Source: an optimization exercise on an open RTL-to-GDS flow (aim: small area, a short achievable clock period and few clock cycles per item). Production flows keep margins and buffers that such runs may drop. In this exercise RTL edits were held to simulation tests only and were not proved equivalent to the original.

--- flow/design.v ---
`default_nettype none
package sdq_pkg;
  localparam int unsigned TickW = 32;
  typedef enum logic [1:0] {
    OP_REQUEST = 2'd0,
    OP_QUERY   = 2'd1,
    OP_POP     = 2'd2,
    OP_IDLE    = 2'd3
  } opcode_e;
endpackage
`default_nettype wire
`default_nettype none
module sdq_tick_calc (
  input  logic [31:0] delay_i,
  input  logic [31:0] now_i,
  output logic [31:0] next_o
);
  logic [31:0] q1, q2, q3, q4, q;
  logic [4:0]  r;
  logic [1:0]  c;
  always_comb begin
    q1 = (delay_i >> 1) + (delay_i >> 2);
    q2 = q1 + (q1 >> 4);
    q3 = q2 + (q2 >> 8);
    q4 = q3 + (q3 >> 16);
    q  = q4 >> 3;
    r  = delay_i[4:0] - {q[1:0], 3'b000} - {q[3:0], 1'b0};
    c  = {1'b0, (r >= 5'd10)} + {1'b0, (r != 5'd0) && (r != 5'd10)};
    next_o = now_i + q + {30'd0, c};
  end
endmodule
`default_nettype wire
`default_nettype none
module sorted_deadline_queue #(
  parameter int unsigned DEPTH          = 16,
  parameter int unsigned TICK_PERIOD_MS = 10
) (
  input  logic                       clk_i,
  input  logic                       rst_ni,
  input  logic                       cfg_we_i,
  input  logic [31:0]                cfg_wdata_i,
  input  logic                       in_valid_i,
  output logic                       in_ready_o,
  input  logic [1:0]                 opcode_i,
  input  logic [31:0]                now_tick_i,
  input  logic [31:0]                delay_ms_i,
  output logic                       out_valid_o,
  input  logic                       out_ready_i,
  output logic [31:0]                wait_ticks_o,
  output logic signed [31:0]         last_span_o,
  output logic [4:0]                 entry_count_o,
  output logic                       inserted_o,
  output logic                       overflow_o
);
  localparam int unsigned N = 16;
  function automatic logic [N-1:0] cinc(input logic [N-1:0] f, input logic [N-1:0] mge);
    logic [N-1:0] fm, pa, pb, r;
    fm    = f & mge;
    pa[0] = fm[0];
    pb[0] = f[0];
    for (int i = 1; i < N; i++) begin
      pa[i] = pa[i-1] | fm[i];
      pb[i] = pb[i-1] | f[i];
    end
    for (int i = 0; i < N; i++) begin
      r[i] = mge[i] ? pa[i] : (pa[N-1] | pb[i]);
    end
    cinc = r;
  endfunction
  function automatic logic [N-1:0] rot1(input logic [N-1:0] x);
    rot1 = {x[N-2:0], x[N-1]};
  endfunction
  function automatic logic [3:0] enc16(input logic [N-1:0] oh);
    logic [3:0] r;
    r = '0;
    for (int i = 0; i < N; i++) begin
      if (oh[i]) r = r | 4'(i);
    end
    enc16 = r;
  endfunction
  logic              stall;
  logic              s1_done;
  logic              m_v, k_v;
  logic [1:0]        m_op, k_op;
  logic [31:0]       m_now, k_now, m_dly, k_dly;
  logic              m_free;
  logic              v1;
  logic [1:0]        op1;
  logic [31:0]       now1, x1;
  logic              s1_load;
  logic [31:0]       calc_next;
  logic [N-1:0][31:0] ent;
  logic [3:0]        head, tail;
  logic              full;
  logic              v2;
  logic [1:0]        op2;
  logic [31:0]       now2;
  logic              ins2, ovf2, pw2, pr2;
  logic              v3;
  logic [31:0]       val3;
  logic              isq3, isp3, ins3, ovf3;
  logic [4:0]        cnt3;
  logic [31:0]       empty_wait_q;
  assign stall = v3 && !out_ready_i;
  always_ff @(posedge clk_i or negedge rst_ni) begin
    if (!rst_ni) begin
      empty_wait_q <= 32'd100;
    end else if (cfg_we_i) begin
      empty_wait_q <= cfg_wdata_i;
    end
  end
  assign in_ready_o = !k_v;
  assign m_free     = !m_v || s1_load;
  always_ff @(posedge clk_i or negedge rst_ni) begin
    if (!rst_ni) begin
      m_v <= 1'b0;
      k_v <= 1'b0;
    end else if (m_free) begin
      m_v <= k_v || in_valid_i;
      k_v <= 1'b0;
    end else if (in_valid_i) begin
      k_v <= 1'b1;
    end
  end
  always_ff @(posedge clk_i) begin
    if (m_free) begin
      if (k_v) begin
        m_op  <= k_op;
        m_now <= k_now;
        m_dly <= k_dly;
      end else begin
        m_op  <= opcode_i;
        m_now <= now_tick_i;
        m_dly <= delay_ms_i;
      end
    end else if (!k_v) begin
      k_op  <= opcode_i;
      k_now <= now_tick_i;
      k_dly <= delay_ms_i;
    end
  end
  sdq_tick_calc u_tick_calc (
    .delay_i (m_dly),
    .now_i   (m_now),
    .next_o  (calc_next)
  );
  assign s1_load = !stall && (!v1 || s1_done);
  always_ff @(posedge clk_i or negedge rst_ni) begin
    if (!rst_ni) begin
      v1 <= 1'b0;
    end else if (s1_load) begin
      v1 <= m_v;
    end
  end
  always_ff @(posedge clk_i) begin
    if (s1_load) begin
      op1  <= m_op;
      now1 <= m_now;
      x1   <= (m_op == sdq_pkg::OP_POP) ? m_now : calc_next;
    end
  end
  logic [N-1:0] mge, hd, tl, vld;
  logic [N-1:0] ca, cb, ce;
  logic [3:0]   nlo;
  logic         is_req, is_pop, exec;
  logic [N-1:0] vx, stop, g, stop_i, lead, vx_i, stop_p, first_stop, fnl;
  logic         any_stop, any_lead, any_fnl, fallback, dup, ins, ovf;
  logic [N-1:0] take_next, take_left;
  logic [3:0]   head_fast, tail_ins;
  logic         was_empty, ran_empty;
  always_comb begin
    nlo = tail - head;
    for (int j = 0; j < N; j++) begin
      logic [3:0]  pos;
      logic [31:0] da, db;
      pos    = 4'(j) - head;
      mge[j] = (4'(j) >= head);
      hd[j]  = (4'(j) == head);
      tl[j]  = (4'(j) == tail);
      vld[j] = full || (pos < nlo);
      da     = ent[j] - now1;
      db     = ent[j] - x1;
      ca[j]  = da[31];
      cb[j]  = db[31];
      ce[j]  = (ent[j] == x1);
    end
    is_req = (op1 == sdq_pkg::OP_REQUEST);
    is_pop = (op1 == sdq_pkg::OP_POP);
    exec   = v1 && !stall;
    vx     = vld & ca;
    stop   = vld & ~ca & ~cb;
    g      = vld & (ca | ({N{is_pop}} & ce));
    stop_i = cinc(stop, mge);
    lead   = ~cinc(~g, mge);
    vx_i   = cinc(vx, mge);
    stop_p     = rot1(stop_i) & ~hd;
    first_stop = stop & ~stop_p;
    any_stop   = |stop;
    fnl        = ~lead & (rot1(lead) | hd);
    any_fnl    = |fnl;
    any_lead   = |lead;
    fallback = |(vx & ~lead & ~stop_i);
    dup      = |(first_stop & ce);
    ins      = is_req && !fallback && !dup && (!full || any_lead);
    ovf      = is_req && !fallback && !dup && full && !any_lead;
    take_next = {N{exec && ins}} & (any_stop ? first_stop : tl);
    take_left = ({N{exec && ins}} & rot1(vld & stop_i))
              | ({N{exec && is_req && fallback}} & rot1(~vx_i) & ~hd);
    head_fast = any_fnl ? enc16(fnl) : head;
    tail_ins  = tail + {3'd0, ins};
    was_empty = !full && (head == tail);
    ran_empty = !was_empty && !(|(vld & ~lead));
  end
  assign s1_done = !(is_req && fallback);
  always_ff @(posedge clk_i or negedge rst_ni) begin
    if (!rst_ni) begin
      head <= '0;
      tail <= '0;
      full <= 1'b0;
    end else if (exec) begin
      if (is_req && fallback) begin
        head <= head + 4'd1;
        full <= 1'b0;
      end else if (is_req) begin
        head <= head_fast;
        tail <= tail_ins;
        full <= (head_fast == tail_ins) && (ins || (full && !any_lead));
      end else if (is_pop) begin
        head <= head_fast;
        full <= full && !any_lead;
      end
    end
  end
  always_ff @(posedge clk_i) begin
    for (int j = 0; j < N; j++) begin
      if (take_next[j]) begin
        ent[j] <= x1;
      end else if (take_left[j]) begin
        ent[j] <= ent[(j + N - 1) % N];
      end
    end
  end
  always_ff @(posedge clk_i or negedge rst_ni) begin
    if (!rst_ni) begin
      v2 <= 1'b0;
    end else if (!stall) begin
      v2 <= v1 && s1_done;
    end
  end
  always_ff @(posedge clk_i) begin
    if (!stall) begin
      op2  <= op1;
      now2 <= now1;
      ins2 <= ins;
      ovf2 <= ovf;
      pw2  <= was_empty;
      pr2  <= is_pop && ran_empty;
    end
  end
  logic [3:0]  rd_idx;
  logic [31:0] rd_ent, rd_diff, val_d;
  logic [4:0]  n_now;
  always_comb begin
    rd_idx  = head - {3'd0, pr2};
    rd_ent  = ent[rd_idx];
    rd_diff = rd_ent - now2;
    n_now   = full ? 5'd16 : {1'b0, tail - head};
    if (op2 == sdq_pkg::OP_QUERY) begin
      val_d = (n_now == 5'd0) ? empty_wait_q : (rd_diff[31] ? 32'd0 : rd_diff);
    end else begin
      val_d = pw2 ? empty_wait_q : rd_diff;
    end
  end
  always_ff @(posedge clk_i or negedge rst_ni) begin
    if (!rst_ni) begin
      v3 <= 1'b0;
    end else if (!stall) begin
      v3 <= v2;
    end
  end
  always_ff @(posedge clk_i) begin
    if (!stall) begin
      val3 <= val_d;
      isq3 <= (op2 == sdq_pkg::OP_QUERY);
      isp3 <= (op2 == sdq_pkg::OP_POP);
      ins3 <= ins2;
      ovf3 <= ovf2;
      cnt3 <= n_now;
    end
  end
  assign out_valid_o   = v3;
  assign wait_ticks_o  = isq3 ? val3 : 32'd0;
  assign last_span_o   = isp3 ? signed'(val3) : 32'sd0;
  assign entry_count_o = cnt3;
  assign inserted_o    = ins3;
  assign overflow_o    = ovf3;
endmodule
`default_nettype wire
--- flow/run.sh ---
#!/bin/bash
# synth_recipe.tcl (not shown) runs the flow's synth.tcl, then flattens the netlist and writes it again
# the make line also repeats each setting of config.mk as NAME=value (left out here)
make -C /OpenROAD-flow-scripts/flow DESIGN_CONFIG=/design/flow/config.mk WORK_HOME=/design/flow/orfs CLKGATE_MAP_FILE= SYNTH_SCRIPT=/design/flow/synth_recipe.tcl finish
--- flow/config.mk ---
export PLATFORM = sky130hd
export DESIGN_NAME = sorted_deadline_queue
export DESIGN_NICKNAME = sorted_deadline_queue
export VERILOG_FILES = /design/flow/design.v
export SDC_FILE = /design/flow/constraint.sdc
export NUM_CORES = 4
export LEC_CHECK = 0
export CAP_MARGIN = 20
export CORE_MARGIN = 2
export CORE_UTILIZATION = 25
export PLACE_DENSITY = 0.5
export SLEW_MARGIN = 20
--- flow/constraint.sdc ---
create_clock -name core_clock -period 12.0 [get_ports {clk_i}]
set_input_delay 2.4000 -clock core_clock [delete_from_list [all_inputs] [get_ports {clk_i}]]
set_output_delay 2.4000 -clock core_clock [all_outputs]
set_load 0.01 [all_outputs]
==> summary.txt <==
[cell usage in the layout, fill, tap and decap left out, drive strengths merged, types with 45 or more instances in the layout]
master | netlist | routed
xor2 | 88 | 88
nand2b | 88 | 88
o21a | 98 | 98
xnor2 | 140 | 140
ha | 1206 | 1206
clkbuf | 136 | 131
nand2 | 291 | 291
clkdlybuf4s50 | 0 | 173
mux2 | 614 | 614
inv | 252 | 258
a21o | 430 | 430
a211oi | 49 | 49
mux4 | 160 | 160
nor2b | 103 | 103
edfxtp | 789 | 789
or2 | 45 | 45
buf | 67 | 677
a21oi | 380 | 380
nor3 | 86 | 86
and3 | 51 | 51
o21ai | 277 | 277
nor2 | 329 | 329
nand3 | 137 | 137
nand4 | 199 | 199
and2 | 108 | 108
[stage by stage]
step	util [%]	cells	worst slack, ps
final	30.58	11558	-872.9
after global routing	30.57	11551	-1498
after CTS	30.42	11535	-1175
after detailed placement	29.02	11290	-1506
after global placement	29.00	11288	-1436
after floorplan	-	6767	-306.7
[Yosys cell counts, types with 14 or more instances]
| master | count | area, um2 |
|---|---|---|
| clkbuf_1 | 135 | 506.7 |
| nor2_1 | 329 | 1235 |
| a211o_1 | 19 | 166.4 |
| mux2_2 | 437 | 4921 |
| ha_1 | 1206 | 15090 |
| buf_2 | 33 | 165.2 |
| o22ai_1 | 16 | 100.1 |
| a31oi_1 | 29 | 181.4 |
| a221oi_1 | 22 | 192.7 |
| nand2b_1 | 88 | 550.5 |
| nor4_1 | 37 | 231.5 |
| inv_1 | 250 | 938.4 |
| edfxtp_1 | 789 | 23690 |
| xor2_1 | 86 | 753.2 |
| o211ai_1 | 29 | 217.7 |
| nor3_1 | 86 | 430.4 |
| o21a_1 | 98 | 735.7 |
| mux2_1 | 177 | 1993 |
| or2_2 | 42 | 262.8 |
| o21ai_0 | 270 | 1351 |
| a21boi_0 | 26 | 195.2 |
| a21oi_1 | 380 | 1902 |
| mux4_2 | 160 | 3603 |
| or4_1 | 17 | 127.6 |
| o21bai_1 | 14 | 105.1 |
| buf_1 | 29 | 108.9 |
| o31ai_1 | 27 | 202.7 |
| a22o_1 | 14 | 122.6 |
| and4_1 | 21 | 183.9 |
| nand2_1 | 287 | 1077 |
| xnor2_1 | 139 | 1217 |
| nand4_1 | 199 | 1245 |
| nor2b_1 | 103 | 644.4 |
| a2111oi_0 | 24 | 210.2 |
| and3_1 | 50 | 312.8 |
| a211oi_1 | 47 | 352.8 |
| mux2i_1 | 22 | 220.2 |
| dfrtp_1 | 43 | 1076 |
| and2_1 | 106 | 663.1 |
| nand3_1 | 137 | 685.7 |
| or3_1 | 34 | 212.7 |
| a21o_1 | 430 | 3228 |
[registers in the layout, indices dropped and copies added (netlist names), 2 cells and up]
name	flops
cnt3	5
empty_wait_q	32
ent	512
head	4
k_dly	32
k_now	32
k_op	2
m_dly	32
m_now	32
m_op	2
now1	32
now2	32
op1	2
op2	2
tail	4
val3	32
x1	32
[worst register-to-register path, delay by kind of cell, from the launching register on]
kind / cells / cell delay (ps)
buffers and inverters: 19 / 2000
adder cells (fa/ha/maj): 10 / 3080
XOR/XNOR: 5 / 820
AND/OR/NAND/NOR: 10 / 1130
flip-flops: 1 / 390
AO/OA/AOI/OAI: 31 / 5330
[routing by layer]
metal	GRT usage [%]	up-vias	share of wire (%)
met5	0	-	0.024
met4	11.82	14	6.4
met3	3.881	635	7.5
met2	34.58	2684	44
met1	29.46	31872	43
li1	-	27989	-
[cell type report]
cell class / count / area share, %
clock inverters: 64 / 0.8308
inverters: 252 / 1.046
diodes: 10 / 0.02765
clock buffers: 129 / 3.048
repair buffers: 852 / 8.219
multi-input cells: 5477 / 53.93
well taps: 3939 / 5.445
flip-flops and latches: 835 / 27.46
[cell families (layout without fill, tap and decap cells)]
family,count (synthesis),count (layout)
flops,835,835
simple gates,1605,1605
mux,796,796
compound gates,1625,1625
xor+xnor,231,231
fa+ha+maj,1220,1220
buf+inv,455,1297
other cells,0,10
[what timing repair did]
| action | 4_1_cts | 5_1_grt |
|---|---|---|
| pin swaps | 70 | 77 |
| resized for setup | 54 | 65 |
| setup buffers | 53 | 11 |
| endpoints found under the setup margin | 20 | 24 |
[final timing paths]
check,depth (start not counted),slack [ps],startpoint,endpoint
setup / recovery,75,-870,m_dly[2],x1[10]
hold / removal,0,420,ovf2,ovf3
setup reg to reg,75,-870,m_dly[2],x1[10]
hold reg to reg,0,420,ovf2,ovf3
max in group asynchronous,2,9320,rst_ni,k_v
min in group asynchronous,1,1580,rst_ni,empty_wait_q[5]
==> qor.yml <==
critPathTopFamily: "compound AO/OA/AOI/OAI gates"
gp_congestion: 0.9852
nFillCells: 30165
numPortBuffers: 175
numCtsBuffers: 104
dr.pass1.iters: 6
required_ps: 12630
synthDistinctLibCells: 114
routed_wl_um: 344700
path_clk_slew_ps: 60
grt_pass1_vias: 61909
finalNetCount: 8840
routed-via-count: 63194
fin_crit_sh_pct: 107.3
max_clock_freq_ghz: 0.07768
ys_seq_area_share_pct: 33.48
crit_fanout: 4
synthSimpleGateAreaFrac_pct: 11.42
fin_hold_ws_ps: 417.9
cpPeakStageDelay_ps: 520
synth-seq-cells: 835
period_minus_slack_ps: 12870
crit_buf_inv: 19
hold_class: "reg -> reg"
ios: 176
hold_buffers: 0
grt_overflow: 0
clock_latency_ps: 800
ant_nets: 0
grt_max_degree: 67
dp.final_hpwl_um: 268900
multi_input_area_um2: 48810
syn-instance-count: 6767
syn_area_um2: 74220
syn_nets: 8085
setup_tns_ps: -7159
status: "finished with violations"
synth_edf_count: 789
relSlewSlack_pct: 18.65
cts-root-buf: "clkbuf_16"
finalMaxSlewViolations: 0
row_count: 200
fp.dieArea_um2: 301300
critPathCaptureType: "flop"
cp.arrival_ps: 13510
grt_pass1_wl_um: 480600
htree_levels: 3
async_flop_share_pct: 5.509
die_x_um: 548.9
fin_worst_skew_ps: 63.60
core_um2: 296000
synth_compound_area_share_pct: 14.78
seqCellArea_um2: 24850
finalHoldViolations: 0
critPathKind: "reg -> reg"
cts_buffer_depth: 3
worstMarginPinSlew_ps: 1218
cts_tree: "yes"
layout-drive-gt1-share_pct: 22.37
yosysWarnings: 2
timing.final.ws_setup_ps: -872.9
drt_iter0_drc: 6848
wl_per_cell_um: 29.83
slowest_stage: "fa_1"
initial_utilization_pct: 25.07
synth_fa_ha_area_share_pct: 20.64
area_growth_syn_to_layout_pct: 21.95
synth_mux_area_share_pct: 14.47
cpMostUsedCell: "buf_4"
synth_top_family_by_area: "adder cells"
route.detailed.drc: 0
critPathLaunchType: "flop"
rsz0062_at_grt: "true"
cts_sinks: 835
grt_usage_pct: 22.28
setup_viol: 15
antenna_found_initial: 29
synth_ff_type: "edfxtp_1"
drv_cap: 0
synth_xor_area_share_pct: 2.829
place_area_um2: 85900
avgSynthCellArea_um2: 10.97
avgViaCountPerCell: 5.468
failed_checks: "negative setup slack"
die_height_um: 548.9
fin_area_um2: 90520
Testbench counts, summed over its fixed seeds: cycles 4,844, items 4,812.

==> static timing again, ports no longer ideal <==
The flow's constraints put no driver on any port. The routed layout listed below was extracted and timed again, unchanged, in two steps. Step 1, drivers: a clkbuf_16 drives clk_i and a buf_2 each remaining input, both assumed. Step 2 times the ports against the registers' clock, not the clock port: input delays grow and output delays shrink by t, the midpoint of the rising clock arrivals with the driver on. a / b / c = ideal / step 1 / step 2; a / b = the first two.
shift t [ns]: 0.875
slack for setup (ns): -0.873 / -0.873 / -0.873
hold WS [ns]: 0.418 / 0.418 / 0.418
The setup slack of this run moves by 0.000 ns with the drivers and by 0.000 ns with both steps.
